Context: an optimization exercise on an open-source flow, tuned for a short achievable clock period and few clock cycles per item. The choices shown serve that exercise and are no tape-out recipe. The RTL was checked by simulation tests, not by an equivalence proof against the original design. The flow treats the clock pin as an ideal source. Dropping or thinning the clock tree relies on that and would not hold on a real chip. No activity file was given, so power comes from the tool's default toggle rates.

Design strategy_engine, start of the top module:
module strategy_engine
(
  input  logic               clk,
  input  logic               reset_n,
  input  logic               cfg_wr,
  input  logic [SYM_W-1:0]   cfg_sym,
  input  logic [1:0]         cfg_field,
  input  logic [DATA_W-1:0]  cfg_wdata,
  input  logic               dec_valid,
  input  logic               dec_sop,
  input  logic [DATA_W-1:0]  dec_data,
  output logic               dec_ready,
  input  logic               order_ready,
  output logic               order_valid,
  output logic [OID_W-1:0]   order_id,
  output logic [SYM_W-1:0]   order_sym,
  output logic [PRICE_W-1:0] order_price,
  output logic [VOL_W-1:0]   order_qty
);
  localparam int SET_W = 1 + PRICE_W + 2*VOL_W;    
  localparam int ORD_W = SYM_W + PRICE_W + VOL_W;
  function automatic logic [7:0] cmp_nib(input logic [15:0] a, input logic [15:0] b);
    logic [15:0] g1, l1;
    logic [7:0]  g2, l2;
    g1 = a & ~b;
    l1 = ~a & b;
    for (int i = 0; i < 8; i++) begin
      g2[i] = g1[2*i+1] | (~l1[2*i+1] & g1[2*i]);
      l2[i] = l1[2*i+1] | (~g1[2*i+1] & l1[2*i]);
    end
    for (int i = 0; i < 4; i++) begin
      cmp_nib[2*i+1] = g2[2*i+1] | (~l2[2*i+1] & g2[2*i]);
      cmp_nib[2*i]   = l2[2*i+1] | (~g2[2*i+1] & l2[2*i]);
    end
  endfunction
  function automatic logic [1:0] cmp_fin(input logic [7:0] c);
    logic [1:0] g, l;
    for (int i = 0; i < 2; i++) begin
      g[i] = c[4*i+3] | (~c[4*i+2] & c[4*i+1]);
      l[i] = c[4*i+2] | (~c[4*i+3] & c[4*i]);
    end
    cmp_fin = {g[1] | (~l[1] & g[0]), l[1] | (~g[1] & l[0])};
  endfunction
  logic               dec_ready_q;
  logic               v0;        
  logic               sop0;
  logic               new0;      
  logic [SYM_W-1:0]   sym0;
  logic [7:0]         sello0;    
  logic [15:0]        d0;        
  logic [NUM_SYM-1:0] wsym0;     
  logic [3:0]         wfld0;     
  logic [15:0]        wdata0;
  logic               rst0;      
  assign dec_ready = dec_ready_q;
  always_ff @(posedge clk) begin
    if (!reset_n) begin
      v0    <= 1'b0;
      wsym0 <= '0;
    end else begin
      v0    <= dec_valid & dec_ready_q;
  ...
Size: roughly 5400 cells after synthesis, about 47000 sq um of cells after synthesis.
==> flow/config.mk <==
export PLATFORM = sky130hd
export DESIGN_NAME = strategy_engine
export DESIGN_NICKNAME = strategy_engine
export VERILOG_FILES = /design/flow/design.v
export SDC_FILE = /design/flow/constraint.sdc
export NUM_CORES = 4
export LEC_CHECK = 0
export ABC_CLOCK_PERIOD_IN_PS = 1600
export CAP_MARGIN = 20
export CORE_MARGIN = 2
export CORE_UTILIZATION = 60
export SETUP_SLACK_MARGIN = 2.0
export SLEW_MARGIN = 20
export TNS_END_PERCENT = 100
==> flow/constraint.sdc <==
create_clock -name core_clock -period 3.6 [get_ports {clk}]
set_input_delay 0.7200 -clock core_clock [delete_from_list [all_inputs] [get_ports {clk}]]
set_output_delay 0.7200 -clock core_clock [all_outputs]
set_load 0.01 [all_outputs]
standard.sh (not shown) runs the stock make flow with config.mk's settings and CLKGATE_MAP_FILE= SYNTH_SCRIPT=/design/flow/synth_recipe.tcl, a recipe that flattens the netlist after the stock synthesis.
==> flow/flow/run.sh <==
#!/bin/bash
# The standard layout, with the clock tree built by flow/mycts.tcl (a
# balanced two-level tree: the clock port drives four root buffers, each
# root the leaf buffers of its quadrant, each leaf an equal share of the
# flip-flops) in place of TritonCTS. Everything else is ORFS's own flow.
set -uo pipefail
export PRE_CTS_TCL="$PWD/flow/mycts.tcl"
export MYCTS_NX=8
export MYCTS_NY=6
bash standard.sh > standard.log 2>&1
Other scripts of this flow, unchanged in this note and not shown: flow/flow/mycts.tcl
Testbench counts at the start, summed over its fixed seeds: cycles 6,336, messages 3,200.
Next try:
--- a/flow/design.v
+++ b/flow/design.v
@@ -159,59 +159,43 @@
   logic [VOL_W-1:0]   vol1;
   logic [7:0]         c_price;   
   logic [7:0]         c_vol;     
   logic [7:0]         c_qty;     
   always_ff @(posedge clk) begin
     if (!reset_n) begin
-      busy     <= 1'b0;
-      b2_1     <= 1'b0;
-      hd_sym   <= '0;
-      hd_price <= '0;
-      {hd_en, hd_lim, hd_minv, hd_qty} <= '0;
+      busy <= 1'b0;
+      b2_1 <= 1'b0;
     end else begin
       if (v1) busy <= new1;
       b2_1 <= v1 & busy & ~sop1;
-      if (ld1) begin
-        hd_sym   <= sym1;
-        hd_price <= d1;
-        {hd_en, hd_lim, hd_minv, hd_qty} <= rd1;
-      end
+    end
+    if (ld1) begin
+      hd_sym   <= sym1;
+      hd_price <= d1;
+      {hd_en, hd_lim, hd_minv, hd_qty} <= rd1;
     end
     vol1 <= d1;
     c_price <= cmp_nib(hd_price, hd_lim);
     c_vol   <= cmp_nib(hd_minv, d1);
     c_qty   <= cmp_nib(d1, hd_qty);
   end
   logic [1:0]         f_price;
   logic [1:0]         f_vol;
   logic [1:0]         f_qty;
   logic               p_valid;
   logic [ORD_W-1:0]   p_ord;
-  logic               pass;
-  logic [2:0]         fwe;       
-  logic [2:0]         wr_ptr;    
-  logic [2:0]         wr_nxt;
   assign f_price = cmp_fin(c_price);
   assign f_vol   = cmp_fin(c_vol);
   assign f_qty   = cmp_fin(c_qty);
-  assign pass   = b2_1 & hd_en & ~f_price[1] & ~f_vol[1];
-  assign wr_nxt = p_valid ? {wr_ptr[1:0], wr_ptr[2]} : wr_ptr;
-  always_ff @(posedge clk) begin
-    if (!reset_n) begin
-      p_valid <= 1'b0;
-      fwe     <= 3'b000;
-      wr_ptr  <= 3'b001;
-    end else begin
-      p_valid <= pass;
-      fwe     <= {3{pass}} & wr_nxt;
-      wr_ptr  <= wr_nxt;
-    end
+  always_ff @(posedge clk) begin
+    if (!reset_n) p_valid <= 1'b0;
+    else          p_valid <= b2_1 & hd_en & ~f_price[1] & ~f_vol[1];
     p_ord <= {hd_sym, hd_price, f_qty[0] ? vol1 : hd_qty};
   end
   logic [ORD_W-1:0]   fifo [3];
-  logic [2:0]         rd_ptr;            
+  logic [2:0]         rd_ptr, wr_ptr;    
   logic [3:0]         fill;              
   logic [ORD_W-1:0]   head;
   logic [OID_W-1:0]   id_inc;
   logic               take, ld, fifo_ne, pop;
   assign take     = order_valid & order_ready;
   assign ld       = ~order_valid | order_ready;
@@ -229,24 +213,26 @@
       order_valid <= 1'b0;
       order_id    <= '0;
       order_sym   <= '0;
       order_price <= '0;
       order_qty   <= '0;
       rd_ptr      <= 3'b001;
+      wr_ptr      <= 3'b001;
       fill        <= 4'b0001;
     end else begin
       if (ld) begin
         order_valid <= fifo_ne;
         {order_sym, order_price, order_qty} <= head;
       end
       if (take) order_id <= id_inc;
       if (pop)  rd_ptr <= {rd_ptr[1:0], rd_ptr[2]};
+      if (p_valid) wr_ptr <= {wr_ptr[1:0], wr_ptr[2]};
       if (p_valid & ~pop)      fill <= {fill[2:0], 1'b0};
       else if (pop & ~p_valid) fill <= {1'b0, fill[3:1]};
     end
-    for (int i = 0; i < 3; i++) if (fwe[i]) fifo[i] <= p_ord;
+    for (int i = 0; i < 3; i++) if (p_valid & wr_ptr[i]) fifo[i] <= p_ord;
   end
   always_ff @(posedge clk) begin
     if (!reset_n) dec_ready_q <= 1'b1;
     else          dec_ready_q <= fill[0] | (fill[1] & ~order_valid);
   end
 endmodule
=> Via count drops by 1.6%; total power hardly moves; global-route usage came out higher by 0.55 points; worst hold slack is about the same; final area fell by 0.66%; first-iteration DRC count climbs by 9.1%; final cell count falls by 2.7%; clock power barely changes; worst setup slack is better by 0.012 ns; area after synthesis goes down by 0.53%; clock skew rises by 0.0038 ns; utilization drops by 0.33 points; register-to-register slack got worse by 0.03 ns.
Testbench counts after the change, summed over its fixed seeds: cycles 6,336, messages 3,200.
In every run of this note, the design's own scripts or RTL, not TritonCTS, make the clock network.

[what the ideal ports hide]
In the flow no input, the clock included, has a driving cell. The finished layouts below were timed again as built, in two steps. Step 1 assumes that a clkbuf_16 drives the clock port and a buf_2 every other input. Step 2 times the ports against the registers' clock, not the clock port: input delays grow and output delays shrink by t, the midpoint of the rising clock arrivals with the driver on. Three values: no drivers, after step 1, after step 2; two values: the first two.
| run | t (ns) | slack for setup (ns) | worst setup path after step 2 | worst data-port slew with drivers (ns) |
|---|---|---|---|---|
| the first run | 0.603 | 1.904 / 1.754 / 1.597 | input to register | 0.08 |
| the second run | 0.601 | 1.915 / 1.791 / 1.666 | input to register | 0.06 |
After both steps setup and hold are still met in every run listed. The setup slack of the first run, which loses most, moves by -0.150 ns with the drivers and by -0.307 ns with both steps.
